What follows belongs to an exercise in optimizing a design on an open flow for small area; a production flow would make more cautious choices.
In this exercise RTL edits were held to simulation tests only and were not proved equivalent to the original.
Power and IR drop assume default switching activity.

==> inputs of run a <==
// spectrum_peak_finder
module spectrum_peak_finder (
  input  logic        clk,
  input  logic        rst,
  input  logic [4:0]  curr_nfft,
  input  logic [15:0] s_re,
  input  logic [15:0] s_im,
  input  logic        s_valid,
  input  logic        s_last,
  output logic        s_ready,
  output logic [9:0]  max_index,
  output logic [31:0] max_mag,
  output logic        max_valid,
  output logic        frame_err
);
==> flow/config.mk <==
export PLATFORM = sky130hd
export DESIGN_NAME = spectrum_peak_finder
export DESIGN_NICKNAME = spectrum_peak_finder
export VERILOG_FILES = /design/flow/design.v
export SDC_FILE = /design/flow/constraint.sdc
export NUM_CORES = 4
export LEC_CHECK = 0
export CAP_MARGIN = 20
export CORE_MARGIN = 2
export CORE_UTILIZATION = 60
export GPL_TIMING_DRIVEN = 0
export SLEW_MARGIN = 20
export SYNTH_HIERARCHICAL = 1
export SYNTH_MINIMUM_KEEP_SIZE = 0
==> flow/constraint.sdc <==
create_clock -name core_clock -period 7.5 [get_ports {clk}]
set_input_delay 1.5000 -clock core_clock [delete_from_list [all_inputs] [get_ports {clk}]]
set_output_delay 1.5000 -clock core_clock [all_outputs]
set_load 0.01 [all_outputs]
standard.sh (not shown) runs the stock make flow with config.mk's settings and CLKGATE_MAP_FILE= SYNTH_SCRIPT=/design/flow/synth_recipe.tcl, a recipe that flattens the netlist after the stock synthesis.
==> flow/flow/run.sh <==
#!/bin/bash
# Own layout flow: the standard layout (standard.sh, which also runs the
# standard synthesis) with these changes:
#  - after synthesis, the synthesis buffers are removed and flow/downsize.tcl swaps each combinational cell to the
#    smallest drive strength of its family (repair steps upsize as needed);
#  - the port buffers that buffer_ports inserts are sky130_fd_sc_hd__buf_1
#    (every input and output port still gets its own buffer);
#  - clock tree synthesis builds the tree from clkbuf_4 without dummy loads.
# Each tool's output goes to a log of its own in this folder (standard_synth.log,
# downsize.log, standard_flow.log); ORFS also keeps per-step logs in orfs/logs/.
set -euo pipefail
export BUFFER_PORTS_ARGS="-buffer_cell sky130_fd_sc_hd__buf_1"
export CTS_ARGS="-sink_clustering_enable -repair_clock_nets -dont_use_dummy_load -buf_list sky130_fd_sc_hd__clkbuf_4 -sink_clustering_size 16"
bash standard.sh synth > standard_synth.log 2>&1
R=orfs/results/$FLOW_PLATFORM/spectrum_peak_finder/base
cat > downsize_run.tcl <<EOT
read_liberty $FLOW_HOME/platforms/$FLOW_PLATFORM/lib/sky130_fd_sc_hd__tt_025C_1v80.lib
read_db $R/1_synth.odb
remove_buffers
source flow/downsize.tcl
write_db $R/1_synth.odb
EOT
openroad -no_init -exit downsize_run.tcl > downsize.log 2>&1
bash standard.sh > standard_flow.log 2>&1
Other scripts of this flow, unchanged in this note and not shown: flow/flow/downsize.tcl
==> inputs of run b, as changes to run a <==
--- a/flow/design.v
+++ b/flow/design.v
@@ -1291,28 +1291,22 @@
   spf_xnor2 u_hs725 (.a(sgn31n), .b(fc668), .y(hs725));
   spf_or2 u_hc726 (.a(sgn31n), .b(fc668), .y(hc726));
   assign mag_an = {hc724, fc722, fc720, fc718, fc716, fc714, fc712, fc710, fc708, fc706, fc704, fc702, fc700, fc698, fc696, fc694, fc692, fc690, fc688, fc686, fc684, fc682, fc680, fc678, hc676, hc674, hc672, fc670, fs669, pp153, 1'b1, ren1};
   assign mag_bn = {hs725, hs723, fs721, fs719, fs717, fs715, fs713, fs711, fs709, fs707, fs705, fs703, fs701, fs699, fs697, fs695, fs693, fs691, fs689, fs687, fs685, fs683, fs681, fs679, fs677, hs675, hs673, hs671, 1'b1, fs613, 1'b1, imn137};
   spf_cpa u_cpa (.a(mag_an), .b(mag_bn), .y(mag_n));
   logic gt;
   spf_cmp u_cmp (.an(mag_qn), .b(best_mag), .gt(gt));
   assign upd = v_q && gt;
-  logic upd_n, first_n, dr2_n;
-  logic [4:0] best_ld, best_ldn, best_keep, pub_ld, pub_keep;
-  assign upd_n   = !upd;
-  assign first_n = !first_beat;
-  assign dr2_n   = !dr_q[2];
-  for (genvar k = 0; k < 5; k++) begin : g_sel
-    spf_nand2 u_bldn (.a(upd), .b(first_n), .y(best_ldn[k]));
-    spf_nor2  u_bld  (.a(upd_n), .b(first_beat), .y(best_ld[k]));
-    spf_nor2  u_bkp  (.a(upd), .b(first_beat), .y(best_keep[k]));
-    spf_nor2  u_pld  (.a(dr2_n), .b(rst), .y(pub_ld[k]));
-    spf_nor2  u_pkp  (.a(dr_q[2]), .b(rst), .y(pub_keep[k]));
-  end
+  logic best_ld, best_ldn, best_keep, pub_ld, pub_keep;
+  assign best_ld   = upd && !first_beat;
+  assign best_ldn  = !best_ld;
+  assign best_keep = !upd && !first_beat;
+  assign pub_ld    = dr_q[2] && !rst;
+  assign pub_keep  = !dr_q[2] && !rst;
   always_ff @(posedge clk) begin
     if (rst) begin
       run_q <= 1'b0;
       dr_q  <= 4'd0;
     end else begin
       if (beat) run_q <= !frame_end;
       dr_q <= {dr_q[2:0], frame_end};
     end
@@ -1330,27 +1324,27 @@
     max_mag   <= max_mag_d;
     max_idx_q <= max_idx_d;
     frame_err <= frame_err_d;
   end
   logic [31:0] best_mag_d, max_mag_d;
   logic [8:0]  best_idx_d, max_idx_d;
   logic        frame_err_d;
   for (genvar i = 0; i < 32; i++) begin : g_mag
-    spf_ao22n u_b (.a1n(best_ldn[i/8]), .a2n(mag_qn[i]), .b1(best_keep[i/8]), .b2(best_mag[i]), .y(best_mag_d[i]));
-    spf_ao22 u_m (.a1(pub_ld[i/8]), .a2(best_mag[i]), .b1(pub_keep[i/8]), .b2(max_mag[i]), .y(max_mag_d[i]));
+    spf_ao22n u_b (.a1n(best_ldn), .a2n(mag_qn[i]), .b1(best_keep), .b2(best_mag[i]), .y(best_mag_d[i]));
+    spf_ao22 u_m (.a1(pub_ld), .a2(best_mag[i]), .b1(pub_keep), .b2(max_mag[i]), .y(max_mag_d[i]));
   end
   for (genvar i = 1; i < 9; i++) begin : g_idx
-    spf_ao22 u_b (.a1(best_ld[4]), .a2(cnt_q[i]), .b1(best_keep[4]), .b2(best_idx[i]), .y(best_idx_d[i]));
+    spf_ao22 u_b (.a1(best_ld), .a2(cnt_q[i]), .b1(best_keep), .b2(best_idx[i]), .y(best_idx_d[i]));
   end
-  assign best_idx_d[0] = (best_ld[4] & cnt_q[0]) | (best_keep[4] & best_idx[0]) | first_beat;
+  assign best_idx_d[0] = (best_ld & cnt_q[0]) | (best_keep & best_idx[0]) | first_beat;
   for (genvar i = 0; i < 9; i++) begin : g_midx
-    spf_ao22 u_m (.a1(pub_ld[4]), .a2(best_idx[i]), .b1(pub_keep[4]), .b2(max_idx_q[i]), .y(max_idx_d[i]));
+    spf_ao22 u_m (.a1(pub_ld), .a2(best_idx[i]), .b1(pub_keep), .b2(max_idx_q[i]), .y(max_idx_d[i]));
   end
-  spf_ao22 u_ferr (.a1(pub_ld[4]), .a2(err_q), .b1(pub_keep[4]), .b2(frame_err), .y(frame_err_d));
+  spf_ao22 u_ferr (.a1(pub_ld), .a2(err_q), .b1(pub_keep), .b2(frame_err), .y(frame_err_d));
   assign max_index = {1'b0, max_idx_q};
   assign max_valid = dr_q[3];
 endmodule
 module spf_fa (
   input  logic a,
   input  logic b,
   input  logic c,
   output logic s,
--- a/flow/flow/run.sh
+++ b/flow/flow/run.sh
@@ -5,17 +5,17 @@
 #    smallest drive strength of its family (repair steps upsize as needed);
 #  - the port buffers that buffer_ports inserts are sky130_fd_sc_hd__buf_1
 #    (every input and output port still gets its own buffer);
 #  - clock tree synthesis builds the tree from clkbuf_4 without dummy loads.
 # Each tool's output goes to a log of its own in this folder (standard_synth.log,
 # downsize.log, standard_flow.log); ORFS also keeps per-step logs in orfs/logs/.
 set -euo pipefail
 export BUFFER_PORTS_ARGS="-buffer_cell sky130_fd_sc_hd__buf_1"
-export CTS_ARGS="-sink_clustering_enable -repair_clock_nets -dont_use_dummy_load -buf_list sky130_fd_sc_hd__clkbuf_4 -sink_clustering_size 16"
+export CTS_ARGS="-sink_clustering_enable -repair_clock_nets -dont_use_dummy_load -buf_list sky130_fd_sc_hd__clkbuf_4 -sink_clustering_size 10"
 bash standard.sh synth > standard_synth.log 2>&1
 R=orfs/results/$FLOW_PLATFORM/spectrum_peak_finder/base
 cat > downsize_run.tcl <<EOT
 read_liberty $FLOW_HOME/platforms/$FLOW_PLATFORM/lib/sky130_fd_sc_hd__tt_025C_1v80.lib
 read_db $R/1_synth.odb
 remove_buffers
 source flow/downsize.tcl
 write_db $R/1_synth.odb
==> summary of the runs <==
Run a went through all stages and came out clean. Run b finished with timing, DRC and antenna clean.
In run b the synthesized area is lower than in run a, by about 0.44%.
Combinational power: run b is lower than run a (about 1%).
In run a the synthesized cell count is larger than in run b, by 1.8%.
Of run b and run a, run a has the higher die area (gap 0.43%, measured against run a).
Of run b and run a, run a has the higher worst setup slack (gap 21 ps).
Against run b, the maximum frequency of run a is higher by about 0.3%.

* * *

==> inputs of v28 <==
spectrum_peak_finder, a different RTL version from the one above (not shown whole).
==> flow/config.mk <==
export PLATFORM = sky130hd
export DESIGN_NAME = spectrum_peak_finder
export DESIGN_NICKNAME = spectrum_peak_finder
export VERILOG_FILES = /design/flow/design.v
export SDC_FILE = /design/flow/constraint.sdc
export NUM_CORES = 4
export LEC_CHECK = 0
export CAP_MARGIN = 20
export CORE_MARGIN = 2
export CORE_UTILIZATION = 60
export SLEW_MARGIN = 20
export SYNTH_HIERARCHICAL = 1
export SYNTH_MINIMUM_KEEP_SIZE = 0
==> flow/constraint.sdc <==
create_clock -name core_clock -period 7.5 [get_ports {clk}]
set_input_delay 1.5000 -clock core_clock [delete_from_list [all_inputs] [get_ports {clk}]]
set_output_delay 1.5000 -clock core_clock [all_outputs]
set_load 0.01 [all_outputs]
==> flow/flow/run.sh <==
#!/bin/bash
# Own layout flow: the standard layout (standard.sh, which also runs the
# standard synthesis) with these changes:
#  - after synthesis, the synthesis buffers are removed and flow/downsize.tcl swaps each combinational cell to the
#    smallest drive strength of its family (repair steps upsize as needed);
#  - the port buffers that buffer_ports inserts are sky130_fd_sc_hd__buf_1
#    (every input and output port still gets its own buffer);
#  - clock tree synthesis builds the tree from clkbuf_4 without dummy loads.
# Each tool's output goes to a log of its own in this folder (standard_synth.log,
# downsize.log, standard_flow.log); ORFS also keeps per-step logs in orfs/logs/.
set -euo pipefail
export BUFFER_PORTS_ARGS="-buffer_cell sky130_fd_sc_hd__buf_1"
export CTS_ARGS="-sink_clustering_enable -repair_clock_nets -dont_use_dummy_load -buf_list sky130_fd_sc_hd__clkbuf_4 -sink_clustering_size 10"
bash standard.sh synth > standard_synth.log 2>&1
R=orfs/results/$FLOW_PLATFORM/spectrum_peak_finder/base
cat > downsize_run.tcl <<EOT
read_liberty $FLOW_HOME/platforms/$FLOW_PLATFORM/lib/sky130_fd_sc_hd__tt_025C_1v80.lib
read_db $R/1_synth.odb
remove_buffers
source flow/downsize.tcl
write_db $R/1_synth.odb
EOT
openroad -no_init -exit downsize_run.tcl > downsize.log 2>&1
bash standard.sh > standard_flow.log 2>&1
==> flow/flow/downsize.tcl <==
# Swap every combinational cell of the synthesized netlist to the smallest
# cell of the same function family (same pins); the later repair steps
# upsize again wherever timing, slew or capacitance need it.
set db [ord::get_db]
set block [[$db getChip] getBlock]
set masters [dict create]
foreach lib [$db getLibs] {
  foreach m [$lib getMasters] {
    dict set masters [$m getName] $m
  }
}
set swapped 0
set saved 0
foreach inst [$block getInsts] {
  set m [$inst getMaster]
  set name [$m getName]
  if {![regexp {^(sky130_fd_sc_hd__[a-z0-9]+)_([0-9]+)$} $name -> base drive]} { continue }
  if {[regexp {df|dl|sdf|edf|conb|tap|fill|decap|clk} $base]} { continue }
  set best $m
  set best_area [expr {[$m getWidth] * [$m getHeight]}]
  foreach d {0 1 2 4} {
    set cand "${base}_$d"
    if {![dict exists $masters $cand]} { continue }
    set cm [dict get $masters $cand]
    set a [expr {[$cm getWidth] * [$cm getHeight]}]
    if {$a < $best_area} { set best $cm; set best_area $a }
  }
  if {$best ne $m} {
    set saved [expr {$saved + [$m getWidth] * [$m getHeight] - $best_area}]
    $inst swapMaster $best
    incr swapped
  }
}
puts "downsize: swapped $swapped cells, saved [expr {$saved / 1e6}] um^2"
==> inputs of v20, as changes to v28 <==
==> flow/flow/run.sh (replaced) <==
#!/bin/bash
# Own layout flow: the standard layout (standard.sh, which also runs the
# standard synthesis) with two changes passed to ORFS through its variables:
#  - the port buffers that buffer_ports inserts are sky130_fd_sc_hd__buf_1
#    (every input and output port still gets its own buffer);
#  - clock tree synthesis builds the tree from clkbuf_4 without dummy loads.
# The ORFS output of the whole run goes to standard_flow.log in this folder;
# each ORFS step also keeps its own log under orfs/logs/.
set -euo pipefail
export BUFFER_PORTS_ARGS="-buffer_cell sky130_fd_sc_hd__buf_1"
export CTS_ARGS="-sink_clustering_enable -repair_clock_nets -dont_use_dummy_load -buf_list sky130_fd_sc_hd__clkbuf_4 -sink_clustering_size 10"
bash standard.sh > standard_flow.log 2>&1
GPL_TIMING_DRIVEN = 0   (was not set)
removed: flow/flow/downsize.tcl
==> inputs of v26, as changes to v28 <==
==> flow/run.sh (new file) <==
#!/bin/bash
# synth_recipe.tcl (not shown) runs the flow's synth.tcl, then flattens the netlist and writes it again
# the make line also repeats each setting of config.mk as NAME=value (left out here)
make -C /OpenROAD-flow-scripts/flow DESIGN_CONFIG=/design/flow/config.mk WORK_HOME=/design/flow/orfs CLKGATE_MAP_FILE= SYNTH_SCRIPT=/design/flow/synth_recipe.tcl finish
CTS_BUF_LIST = sky130_fd_sc_hd__clkbuf_4   (was not set)
CTS_CLUSTER_SIZE = 10   (was not set)
removed: flow/flow/run.sh
removed: flow/flow/downsize.tcl
removed: flow/standard.sh
==> comparison table <==
quantity                                                                 v20                               v26                    v28
Vias per Instance                                                       5.72                              5.72                   5.72
Synth Area in Compound Gates                                           0.125                             0.125                      -
Routability-driven placement congestion ratio                          0.938                             0.949                  0.929
Register bit total from synthesis                                        135                               135                      -
Minimum setup slack in the final design                             0.704 ns                          0.828 ns               0.985 ns
Count of vias placed by the detailed router                             8129                              8231                   8095
Aggregate global-route resource usage                                  0.282                             0.285                  0.284
Slowest stage cell on the critical path                sky130_fd_sc_hd__fa_1  sky130_fd_sc_hd__clkdlybuf4s50_1  sky130_fd_sc_hd__fa_1
Placement Cell Area                                              0.0121 mm^2                       0.0127 mm^2            0.0120 mm^2
Layout buffer count excluding clock buffers                              123                               127                    124
Cells after Synth                                                       1081                              1081                   1043
Die X                                                                 142 um                            142 um                 140 um
Time the worst path needs with I/O delays and setup                  6.80 ns                           6.67 ns                6.51 ns
Required time reported for the critical path endpoint                7.95 ns                           7.93 ns                7.94 ns
Clock power frac                                                       0.061                             0.083                  0.065
Outcome                                             timing/DRC/antenna clean          timing/DRC/antenna clean  timing/DRC/antenna clean
Worst reg2reg path endpoint                             best_mag[17]$_DFF_P_              best_mag[26]$_DFF_P_   best_mag[19]$_DFF_P_
Met2 wire length                                                    12900 um                          13000 um               12300 um
Worst Path Max Fanout                                                     10                                 9                      5
End of the critical path                                   mag_q[30]$_DFF_P_                 mag_q[30]$_DFF_P_      mag_q[26]$_DFF_P_
Placed wire-length estimate                                         21500 um                          21300 um               21100 um
Die extent in y                                                       142 um                            142 um                 140 um

-- separate check: timing with driven ports --
The flow's constraints put no driver on any port. The routed layouts listed below were extracted and timed again, unchanged, in two steps. Step 1 sets driving cells, clkbuf_16 on the clock port and buf_2 on the other inputs (assumed; they add their load-dependent delay and slew). Step 2, shift: input delay + t, output delay - t, t = (earliest + latest rising clock arrival at the registers) / 2. This alone moves slack from input paths to output paths. a / b / c = ideal ports / drivers / drivers and shift; a / b = the first two.
| run | shift t [ns] | setup WS [ns] | hold WS [ns] | worst slew at a driven data input, ns |
|---|---|---|---|---|
| run a | 0.517 | 0.477 / 0.488 / -0.029 | 0.441 / 0.441 / 0.441 | 0.04 |
| run b | 0.526 | 0.456 / 0.466 / -0.059 | 0.456 / 0.456 / 0.456 | 0.03 |
| v28 | 0.509 | 0.985 / 0.996 / 0.487 | 0.453 / 0.453 / 0.453 | 0.05 |
| v20 | 0.526 | 0.704 / 0.719 / 0.192 | 0.470 / 0.470 / 0.470 | 0.03 |
| v26 | 0.533 | 0.828 / 0.840 / 0.307 | 0.462 / 0.462 / 0.462 | 0.04 |
Met with ideal ports but missed after step 2: setup timing in run a and run b. For v26, which loses most, drivers alone change the setup slack by +0.012 ns; drivers and shift together by -0.521 ns.
